This is an optimization exercise on Yosys and OpenROAD, whose aim is small area and a short achievable clock period, not a production implementation.
Where RTL was checked, it was by simulation tests only, not by an equivalence proof against the original.
Power figures rest on the tool's default switching activity, not on a simulated workload.

// cfgTop
module cfgTop
(
  input  logic                    clk,
  input  logic                    rstN,
  input  logic                    psel,
  input  logic                    penable,
  input  logic                    pwrite,
  input  logic [8-1:0]  paddr,
  input  logic [16-1:0]                pwdata,
  output logic [16-1:0]                     prdata,
  output logic                         pready,
  output logic                         pslverr,
  output logic [10-1:0]         filtsUsed,
  output logic [27-1:0]         incrementConstant,
  output logic [27-1:0]         decayConstant,
  output logic [4-1:0]          gensUsed,
  output logic [4-1:0]          gensEn,
  output logic                         reportTags,
  output logic                         pReset,
  output logic                         sReset,
  output logic                         progValid,
  input  logic                    progReady,
  output logic [4-1:0]          progGenIdx,
  output logic [16-1:0]        progPeriod,
  output logic [16-1:0]        progTicks,
  output logic [11-1:0]           progTag,
  output logic [48-1:0]                         currentTime,
  output logic                         unitTick,
  output logic                         hbPulse
);
Size in the first run: roughly 2800 cells after synthesis, about 750 flip-flops, ~220 I/O pins, about 0.031 mm² of cells after synthesis.
clock: 6.0 ns
lec_check: 0
cap_margin: 20
core_margin: 2
core_utilization: 60
setup_slack_margin: 3.5
slew_margin: 20
standard.sh (not shown) runs the stock make flow with config.mk's settings and CLKGATE_MAP_FILE= SYNTH_SCRIPT=/design/flow/synth_recipe.tcl, a recipe that flattens the netlist after the stock synthesis.
==> flow/flow/run.sh <==
#!/bin/bash
# Standard layout, with plain buf_2 cells as the port buffers and a clock
# tree without dummy loads. Each tool's output goes to a log of its own here.
set -euo pipefail
export BUFFER_PORTS_ARGS="-buffer_cell sky130_fd_sc_hd__buf_2"
export CTS_ARGS="-sink_clustering_enable -repair_clock_nets -dont_use_dummy_load -sink_clustering_size 20 -sink_clustering_max_diameter 100"
bash standard.sh synth > make_synth.log 2>&1
bash standard.sh > make_layout.log 2>&1
The starting point finished clean.
Then changed:
==> flow/flow/run.sh (replaced) <==
#!/bin/bash
# Standard layout, with plain buf_2 cells as the port buffers and a clock
# tree without dummy loads. Each tool's output goes to a log of its own here.
set -euo pipefail
export BUFFER_PORTS_ARGS="-buffer_cell sky130_fd_sc_hd__buf_2"
export CTS_ARGS="-sink_clustering_enable -repair_clock_nets -dont_use_dummy_load"
bash standard.sh synth > make_synth.log 2>&1
bash standard.sh > make_layout.log 2>&1
Outcome:
- The new run went through all stages and came out clean
- power rose by 13%
- flip-flop and latch count is unchanged
- die area does not change
- sequential share of layout area fell by 1.6 points
- core utilization rose by 2.4 points
- cell area rose by 3.5%
No functional check of the RTL was part of any run of this note.

========
## the previous run
cfgTop, a different RTL version from the one above (not shown whole).
Size in the first run: about 220 I/O pins, about 34000 um^2 of cells after synthesis.
Settings: LEC_CHECK=0, CAP_MARGIN=20, CORE_MARGIN=2, CORE_UTILIZATION=60, SETUP_SLACK_MARGIN=3.5, SLEW_MARGIN=20; clock period 6.0 ns.
==> flow/flow/run.sh <==
#!/bin/bash
# Standard layout, with plain buf_2 cells as the port buffers and a clock
# tree without dummy loads. Each tool's output goes to a log of its own here.
set -euo pipefail
export BUFFER_PORTS_ARGS="-buffer_cell sky130_fd_sc_hd__buf_2"
export CTS_ARGS="-sink_clustering_enable -repair_clock_nets -dont_use_dummy_load"
bash standard.sh synth > make_synth.log 2>&1
bash standard.sh > make_layout.log 2>&1
Input changes introduced in the current run (baseline for comparison: the previous run):
==> flow/run.sh (new file) <==
#!/bin/bash
# synth_recipe.tcl (not shown) runs the flow's synth.tcl, then flattens the netlist and writes it again
# the make line also repeats each setting of config.mk as NAME=value (left out here)
make -C /OpenROAD-flow-scripts/flow DESIGN_CONFIG=/design/flow/config.mk WORK_HOME=/design/flow/orfs CLKGATE_MAP_FILE= SYNTH_SCRIPT=/design/flow/synth_recipe.tcl finish
-- flow/config.mk --
<<< the previous run, line 9
export CORE_MARGIN = 2
export CORE_UTILIZATION = 60
export SETUP_SLACK_MARGIN = 3.5
export SLEW_MARGIN = 20
>>> the current run, line 9
export CORE_MARGIN = 2
export CORE_UTILIZATION = 60
export SETUP_SLACK_MARGIN = 3.3
export SLEW_MARGIN = 20
removed: flow/flow/run.sh
removed: flow/standard.sh
Notes after the runs:
The previous run -> the current run: total internal power increased by a little under 10%. Wire length on met2 is lower on the current run. Row design area: the current run higher / the previous run lower. On first-pass GRT wire length: between the previous run and the current run, it ends up higher for the current run. The higher minimum clock period after layout of the previous run and the current run is in the current run. On global-route usage: the current run sits above the previous run. Against the previous run, the current run comes in 1.1 points lower on sequential fraction of total cell area. The setup slack of the current run is smaller than that of the previous run. u_timeMgr.uGt[1]$_DFF_PN0_ as the startpoint of the most critical setup path was reported by the current run, and u_timeMgr.uGt[0]$_DFF_PN0_ by the previous run.
No run of this note included a check of the RTL's function; only the layout flow was run.

========
build 92:
cfgTop, a different RTL version from the one above (not shown whole).
For scale: about 750 flip-flops, about 220 I/O pins.
## cfgTop
module cfgTop
(
  input  logic                    clk,
  input  logic                    rstN,
  input  logic                    psel,
  input  logic                    penable,
  input  logic                    pwrite,
  input  logic [8-1:0]  paddr,
  input  logic [16-1:0]                pwdata,
  output logic [16-1:0]                     prdata,
  output logic                         pready,
  output logic                         pslverr,
  output logic [10-1:0]         filtsUsed,
  output logic [27-1:0]         incrementConstant,
  output logic [27-1:0]         decayConstant,
  output logic [4-1:0]          gensUsed,
  output logic [4-1:0]          gensEn,
  output logic                         reportTags,
  output logic                         pReset,
  output logic                         sReset,
  output logic                         progValid,
  input  logic                    progReady,
  output logic [4-1:0]          progGenIdx,
  output logic [16-1:0]        progPeriod,
  output logic [16-1:0]        progTicks,
  output logic [11-1:0]           progTag,
  output logic [48-1:0]                         currentTime,
  output logic                         unitTick,
  output logic                         hbPulse
);
  logic [32-1:0][16-1:0] regBank;
  logic [16-1:0]                 chunkData;
  logic                     chunkTake;
  logic                     progValidNext;
  logic [16-1:0]                  unitLen;
  logic [48-1:0]                     timeElapsed;
  logic [48-1:0]                     sendHbEvery;
  logic                     resetTime;
  logic [16-1:0]      unitLenNext;
  logic [48-1:0]      hbEveryNext;
  cfgApbSlave u_slave (
    .clk          (clk),
    .rstN         (rstN),
    .psel         (psel),
    .penable      (penable),
    .pwrite       (pwrite),
    .paddr        (paddr),
    .pwdata       (pwdata),
    .prdata       (prdata),
    .pready       (pready),
    .pslverr      (pslverr),
    .regBank      (regBank),
  ...
Settings: LEC_CHECK=0, CAP_MARGIN=20, CORE_MARGIN=2, CORE_UTILIZATION=65, SETUP_SLACK_MARGIN=3.3, SLEW_MARGIN=20; clock period 6.0 ns.
==> flow/flow/run.sh <==
#!/bin/bash
# Standard layout, with plain buf_2 cells as the port buffers and a clock
# tree without dummy loads. Each tool's output goes to a log of its own here.
set -euo pipefail
export BUFFER_PORTS_ARGS="-buffer_cell sky130_fd_sc_hd__buf_2"
export CTS_ARGS="-sink_clustering_enable -repair_clock_nets -dont_use_dummy_load -sink_clustering_size 20 -sink_clustering_max_diameter 100"
bash standard.sh synth > make_synth.log 2>&1
bash standard.sh > make_layout.log 2>&1
Build 92 completed; timing, DRC and antenna clean
For build 23, these inputs were changed with respect to build 92:
-- flow/config.mk --
<<< build 92, line 9
export CORE_MARGIN = 2
export CORE_UTILIZATION = 65
export SETUP_SLACK_MARGIN = 3.3
export SLEW_MARGIN = 20
>>> build 23, line 9
export CORE_MARGIN = 2
export CORE_UTILIZATION = 55
export SETUP_SLACK_MARGIN = 3.2
export SLEW_MARGIN = 20
==> run notes <==
Between build 23 and build 92, the difference in maximum frequency from static timing analysis is negligible. Compared with build 92, build 23 shows total power after layout that has gone down slightly. Compared with build 92, build 23 shows wire length of the first global-routing pass that has gone down slightly. Build 92 reports its timing startpoint of the critical path as u_slave.idxQ[1] while build 23 reports paddr[4]. Lower routed wire length goes to build 92 over build 23. Going from build 92 to build 23, worst path setup slack after routing closely matched the old numbers, number of non-clock buffers in the layout decreased by about 3% relative to the old numbers, sequential share of layout area closely matched the old numbers.
--- input diff build 23..build 18 ---
-- flow/config.mk --
<<< build 23, line 10
export CORE_UTILIZATION = 55
export SETUP_SLACK_MARGIN = 3.2
export SLEW_MARGIN = 20
>>> build 18, line 10
export CORE_UTILIZATION = 55
export SETUP_SLACK_MARGIN = 3.3
export SLEW_MARGIN = 20
### Flow results
Summary of build 18 over build 23: number of resized instances in the post-cts repair step went up 10, switching power as a share of total power went up 0.26 points. Changes observed in build 18 relative to build 23: number of buffers other than clock buffers in the final layout has increased, sequential fraction of total cell area has decreased. Build 18 — wire length of the first global-routing pass 3.1% higher, build 23 as reference. Relative to build 23, the utilization of build 18 is higher by 0.26 points. Area used by sequential logic in the layout: build 23 vs build 18, no meaningful difference. Status: count of multi-input combinational gates parity (build 23, build 18). Summary: net load switching power, build 18 worse than build 23. Number of filler instances in the final layout for build 18 is lower than for build 23. Relative to build 23, finished layout cell area has increased by about 0.4% in build 18.
[inputs] build 35 vs build 18
-- flow/config.mk --
<<< build 18, line 9
export CORE_MARGIN = 2
export CORE_UTILIZATION = 55
export SETUP_SLACK_MARGIN = 3.3
export SLEW_MARGIN = 20
>>> build 35, line 9
export CORE_MARGIN = 2
export CORE_UTILIZATION = 65
export SETUP_SLACK_MARGIN = 3.4
export SLEW_MARGIN = 20
Notes after the runs:
Every run (build 35 and build 18) finished clean. In build 35 relative to build 18, maximum number of pins on one net before global-route repair had gone up by more than 10%. Summary — worst setup slack, build 35 relative to build 18: higher, by 0.0069 ns. What build 18 reported for via density per instance has to be multiplied by 1.08 to get the figure for build 35. Compared with build 18, in build 35 power rose by 0.58%; hold slack flat.

==> re-timing with driven ports <==
How much do the figures lean on ideal ports? The routed layouts below were timed once more, with nothing changed but the port constraints.
Step 1, drivers: a clkbuf_16 drives clk and a buf_2 each remaining input, both assumed.
Step 2 adds t to the input delays and takes it off the output delays; t is the mean of the earliest and latest rising clock arrival at the registers after step 1. Input paths then give back, and output paths get back, about the clock's delay inside the block.
Slacks: ideal / step 1 / step 2; pairs: ideal / step 1.
| run | t, ns | setup slack, ns | worst data-port slew with drivers (ns) | pins driven straight from the clock port |
|---|---|---|---|---|
| the first run of note 1 | 0.668 | 3.232 / 3.232 / 2.794 | 0.05 | 1 |
| the second run of note 1 | 0.672 | 3.181 / 3.181 / 2.851 | 0.05 | 1 |
| the previous run | 0.673 | 3.095 / 3.095 / 2.589 | 0.07 | 1 |
| the current run | 0.700 | 3.091 / 3.091 / 2.434 | 0.12 | 1 |
| build 92 | 0.657 | 3.180 / 3.168 / 2.511 | 0.09 | 1 |
| build 23 | 0.663 | 3.179 / 3.205 / 2.553 | 0.07 | 1 |
| build 18 | 0.663 | 3.250 / 3.244 / 2.607 | 0.13 | 1 |
| build 35 | 0.670 | 3.257 / 3.265 / 2.595 | 0.10 | 1 |
After both steps setup and hold are still met in every run listed. For build 92, which loses most, drivers alone change the setup slack by -0.012 ns; drivers and shift together by -0.669 ns.
